Background: an optimization exercise with open tools, aiming at small area, a short achievable clock period and few clock cycles per item. Do not read the settings as production practice. At most, simulation tests tie the RTL to the original design; equivalence was not proved.

==> module center_window_color_classifier, before the edit <==
module center_window_color_classifier (
  input  logic             clk,
  input  logic             rst_n,
  input  logic             cfg_valid,
  output logic             cfg_ready,
  input  logic [1:0]       cfg_index,
  input  logic [cwcc_pkg::POS_W-1:0] cfg_data,
  input  logic             in_valid,
  output logic             in_ready,
  input  logic [7:0]       in_pixel_blue,
  input  logic [7:0]       in_pixel_green,
  input  logic [7:0]       in_pixel_red,
  input  logic             in_frame_start,
  output logic             out_valid,
  input  logic             out_ready,
  output logic [cwcc_pkg::SYM_W-1:0] out_symbol
);
  localparam int PW        = cwcc_pkg::POS_W;
  localparam int FLUSH_END = cwcc_pkg::FLUSH;                      
  localparam int SHIFT_END = cwcc_pkg::FLUSH + cwcc_pkg::SUM_BITS;  
  localparam int CNT_W     = $clog2(SHIFT_END + 3);
  function automatic logic lt(input logic [PW:0] a, input logic [PW:0] b);
    logic br;
    br = 1'b0;
    for (int i = 0; i <= PW; i++) br = (~a[i] & b[i]) | (~a[i] & br) | (b[i] & br);
    lt = br;
  endfunction
  typedef struct packed {
    logic in_win;    
    logic at_end;    
  } axis_t;
  function automatic axis_t axis(input logic [PW-1:0] q, input logic [PW-1:0] ext_reg);
    logic [PW-1:0] e, half;
    logic [PW:0]   lo, hi;
    logic          lt_e;
    e    = {ext_reg[PW-1:1], ext_reg[0] | (ext_reg == '0)};
    half = {1'b0, ext_reg[PW-1:1]};
    lo   = {1'b0, half} - (PW+1)'(59);
    hi   = {1'b0, half} + (PW+1)'(61);
    lt_e = lt({1'b0, q}, {1'b0, e});
    axis = {(half <= PW'(60) || !lt({1'b0, q}, lo)) && lt({1'b0, q}, hi) && (lt_e || q == e),
            !lt_e};
  endfunction
  function automatic axis_t axis_0(input logic [PW-1:0] ext);
    axis_0 = {ext <= PW'(121), ext <= PW'(1)};
  endfunction
  logic [PW-1:0] frame_width_r, frame_height_r;
  logic          octal_mode_r, mode_f;
  logic [PW-1:0] column_r, row_r;    
  logic          in_ready_r;
  logic          out_valid_r;
  logic [cwcc_pkg::SYM_W-1:0] out_symbol_r, symbol;
  logic [7:0]    pix_blue_r, pix_green_r, pix_red_r;
  logic          add_r, keep_r, shift_r;
  logic          busy_r;
  logic [CNT_W-1:0] count_r;
  logic [1:0]    sum_carry_r;
  logic          sum_bit_r, sum_nz_r;
  logic [2:0]    term_nz_r;
  axis_t         fx, fy, x0, y0;
  logic [PW-1:0] column_inc, row_inc;
  logic          ix, le, iy, ye;
  logic          accept, in_win, frame_end, go, finishing;
  logic [cwcc_pkg::T_W-1:0] t_blue, t_green, t_red;
  logic [2:0]    lsb;
  logic [2:0]    sum_now;
  assign cfg_ready = 1'b1;
  always_comb begin
    fx = axis(column_r, frame_width_r);
    fy = axis(row_r, frame_height_r);
    x0 = axis_0(frame_width_r);
    y0 = axis_0(frame_height_r);
    column_inc = column_r + PW'(1);
    row_inc    = row_r + PW'(1);
    accept = in_valid && in_ready_r;
    if (in_frame_start) begin
      {ix, le} = x0;
      {iy, ye} = y0;
    end else begin
      {ix, le} = fx;
      {iy, ye} = fy;
    end
    in_win     = ix && iy;
    frame_end  = le && ye;
    go         = busy_r && count_r == CNT_W'(FLUSH_END) && (!out_valid_r || out_ready);
    finishing  = busy_r && count_r == CNT_W'(SHIFT_END + 1);
    lsb     = {t_blue[0], t_green[0], t_red[0]};
    sum_now = 3'(lsb[2]) + 3'(lsb[1]) + 3'(lsb[0]) + 3'(sum_carry_r);
  end
  cwcc_term u_term_blue  (.clk(clk), .pixel(pix_blue_r),  .add(add_r), .keep(keep_r),
                          .shift(shift_r), .t(t_blue));
  cwcc_term u_term_green (.clk(clk), .pixel(pix_green_r), .add(add_r), .keep(keep_r),
                          .shift(shift_r), .t(t_green));
  cwcc_term u_term_red   (.clk(clk), .pixel(pix_red_r),   .add(add_r), .keep(keep_r),
                          .shift(shift_r), .t(t_red));
  cwcc_classify u_classify (
    .neg         ({t_blue[cwcc_pkg::T_W-1], t_green[cwcc_pkg::T_W-1], t_red[cwcc_pkg::T_W-1]}),
    .nonzero     (term_nz_r),
    .sum_neg     (sum_bit_r),
    .sum_nonzero (sum_nz_r),
    .octal_mode  (mode_f),
    .symbol      (symbol)
  );
  always_ff @(posedge clk) begin
    if (!rst_n) begin
      frame_width_r  <= PW'(1280);
      frame_height_r <= PW'(720);
      octal_mode_r   <= 1'b0;
      column_r       <= PW'(1);
      row_r          <= PW'(1);
      in_ready_r     <= 1'b0;
      out_valid_r    <= 1'b0;
      add_r          <= 1'b0;
      keep_r         <= 1'b0;
      shift_r        <= 1'b0;
      busy_r         <= 1'b0;
    end else begin
      if (cfg_valid) begin
        case (cfg_index)
          2'd0: frame_width_r  <= cfg_data;
          2'd1: frame_height_r <= cfg_data;
          2'd2: octal_mode_r   <= cfg_data[0];
          default: ;
        endcase
      end
      add_r <= accept && in_win;
      keep_r  <= !(accept && in_frame_start) && !go &&
                 !(busy_r && count_r > CNT_W'(FLUSH_END) && count_r <= CNT_W'(SHIFT_END));
      shift_r <= go || (busy_r && count_r > CNT_W'(FLUSH_END) && count_r < CNT_W'(SHIFT_END));
      if (accept) begin
        if (le) column_r <= PW'(1);
        else column_r <= in_frame_start ? PW'(2) : column_inc;
        if (frame_end) row_r <= PW'(1);
        else if (le) row_r <= in_frame_start ? PW'(2) : row_inc;
        else if (in_frame_start) row_r <= PW'(1);
      end
      if (accept && frame_end) busy_r <= 1'b1;
      else if (finishing)      busy_r <= 1'b0;
      in_ready_r <= !(accept && frame_end) &&
                    (!busy_r || finishing);
      if (finishing) begin
        out_valid_r <= 1'b1;
      end else if (out_ready) begin
        out_valid_r <= 1'b0;
      end
    end
  end
  always_ff @(posedge clk) begin
    pix_blue_r  <= in_pixel_blue;
    pix_green_r <= in_pixel_green;
    pix_red_r   <= in_pixel_red;
    if (accept && frame_end) mode_f <= octal_mode_r;
    if (!busy_r) count_r <= '0;
    else if (count_r != CNT_W'(FLUSH_END) || go) count_r <= count_r + CNT_W'(1);
    if (!busy_r) begin
      sum_carry_r <= '0;
      sum_bit_r   <= 1'b0;
      sum_nz_r    <= 1'b0;
      term_nz_r   <= '0;
    end else if (shift_r) begin
      sum_carry_r <= sum_now[2:1];
      sum_bit_r   <= sum_now[0];
      sum_nz_r    <= sum_nz_r || sum_now[0];
      term_nz_r   <= term_nz_r | lsb;
    end
    if (finishing) out_symbol_r <= symbol;
  end
  assign in_ready   = in_ready_r;
  assign out_valid  = out_valid_r;
  assign out_symbol = out_symbol_r;
endmodule
export LEC_CHECK = 0
export CAP_MARGIN = 20
export CORE_MARGIN = 2
export CORE_UTILIZATION = 40
export SLEW_MARGIN = 20
create_clock -name core_clock -period 10.0 [get_ports {clk}]
standard.sh (not shown) runs the stock make flow with config.mk's settings and CLKGATE_MAP_FILE= SYNTH_SCRIPT=/design/flow/synth_recipe.tcl, a recipe that flattens the netlist after the stock synthesis.
==> flow/flow/run.sh <==
#!/bin/bash
# The standard layout (standard.sh), with these settings changed:
#  - the timing repair steps aim for setup slack beyond the clock period
#    (SETUP_SLACK_MARGIN), so the achieved period drops below the set one;
#  - the ports get plain buf_1 buffers (sized up by repair where needed);
#  - the clock tree is built from clkbuf_4 and clkbuf_8;
#  - a denser core (CORE_UTILIZATION, PLACE_DENSITY) for shorter wires.
# The clock period, SDC, synthesis, power grid and tap cells are the
# standard ones. make's full output goes to standard_flow.log; each step's
# own log is under orfs/logs/.
set -euo pipefail
bash standard.sh SETUP_SLACK_MARGIN=7 \
  'BUFFER_PORTS_ARGS=-buffer_cell sky130_fd_sc_hd__buf_1' \
  'CTS_BUF_LIST=sky130_fd_sc_hd__clkbuf_4 sky130_fd_sc_hd__clkbuf_8' \
  CORE_UTILIZATION=60 PLACE_DENSITY=0.75 \
  finish > standard_flow.log 2>&1
Testbench counts at the start, summed over its fixed seeds: cycles 2,738,428, pixels 2,736,476.
Rerun with:
--- a/flow/design.v
+++ b/flow/design.v
@@ -92,5 +92,8 @@
   localparam int FLUSH_END = cwcc_pkg::FLUSH;                      
   localparam int SHIFT_END = cwcc_pkg::FLUSH + cwcc_pkg::SUM_BITS;  
-  localparam int CNT_W     = $clog2(SHIFT_END + 3);
+  localparam int SEQ_W     = $clog2(SHIFT_END + 3);
+  localparam logic [SEQ_W-1:0] AT_FLUSH_END = SEQ_W'(FLUSH_END + 1);
+  localparam logic [SEQ_W-1:0] AT_SHIFT_END = SEQ_W'(SHIFT_END + 1);
+  localparam logic [SEQ_W-1:0] AT_FINISH    = SEQ_W'(SHIFT_END + 2);
   function automatic logic lt(input logic [PW:0] a, input logic [PW:0] b);
     logic br;
@@ -127,5 +130,5 @@
   logic          add_r, keep_r, shift_r;
   logic          busy_r;
-  logic [CNT_W-1:0] count_r;
+  logic [SEQ_W-1:0] seq;
   logic [1:0]    sum_carry_r;
   logic          sum_bit_r, sum_nz_r;
@@ -156,6 +159,7 @@
     in_win     = ix && iy;
     frame_end  = le && ye;
-    go         = busy_r && count_r == CNT_W'(FLUSH_END) && (!out_valid_r || out_ready);
-    finishing  = busy_r && count_r == CNT_W'(SHIFT_END + 1);
+    seq        = column_r[SEQ_W-1:0];
+    go         = busy_r && seq == AT_FLUSH_END && (!out_valid_r || out_ready);
+    finishing  = busy_r && seq == AT_FINISH;
     lsb     = {t_blue[0], t_green[0], t_red[0]};
     sum_now = 3'(lsb[2]) + 3'(lsb[1]) + 3'(lsb[0]) + 3'(sum_carry_r);
@@ -199,6 +203,6 @@
       add_r <= accept && in_win;
       keep_r  <= !(accept && in_frame_start) && !go &&
-                 !(busy_r && count_r > CNT_W'(FLUSH_END) && count_r <= CNT_W'(SHIFT_END));
-      shift_r <= go || (busy_r && count_r > CNT_W'(FLUSH_END) && count_r < CNT_W'(SHIFT_END));
+                 !(busy_r && seq > AT_FLUSH_END && seq <= AT_SHIFT_END);
+      shift_r <= go || (busy_r && seq > AT_FLUSH_END && seq < AT_SHIFT_END);
       if (accept) begin
         if (le) column_r <= PW'(1);
@@ -207,4 +211,7 @@
         else if (le) row_r <= in_frame_start ? PW'(2) : row_inc;
         else if (in_frame_start) row_r <= PW'(1);
+      end else if (busy_r) begin
+        if (finishing) column_r <= PW'(1);
+        else if (seq != AT_FLUSH_END || go) column_r <= column_inc;
       end
       if (accept && frame_end) busy_r <= 1'b1;
@@ -224,6 +231,4 @@
     pix_red_r   <= in_pixel_red;
     if (accept && frame_end) mode_f <= octal_mode_r;
-    if (!busy_r) count_r <= '0;
-    else if (count_r != CNT_W'(FLUSH_END) || go) count_r <= count_r + CNT_W'(1);
     if (!busy_r) begin
       sum_carry_r <= '0;
Effect: Core utilization is higher by 0.43 points; worst setup slack gets worse by 120 ps; final area is about the same; final cell count decreases slightly; area after synthesis is lower slightly; synthesized cell count drops slightly.
Only the layout flow was run in the second run of this note; the RTL was not checked for function there.

what the ideal ports hide:
The results above use ideal ports. As a check the final layouts listed here were re-extracted and re-timed, cells and wires unchanged. Step 1 sets driving cells, clkbuf_16 on the clock port and buf_2 on the other inputs (assumed; they add their load-dependent delay and slew). Step 2 moves the port delays by t, midway between the first and last clock arrival at a register: inputs arrive t later, outputs are due t later. That takes back most of the time a late clock gives input paths. Three values: ideal, step 1, step 2; two values: the first two.
run	shift t [ns]	slack for setup (ns)	hold slack, ns	cell pins on the clock port's net
the first run	0.504	6.964 / 6.964 / 6.526	0.469 / 0.469 / 0.469	1
the second run	0.496	6.842 / 6.842 / 6.345	0.495 / 0.495 / 0.495	1
After both steps every run listed still meets setup and hold. For the second run, which loses most, drivers alone change the setup slack by 0.000 ns; drivers and shift together by -0.497 ns.
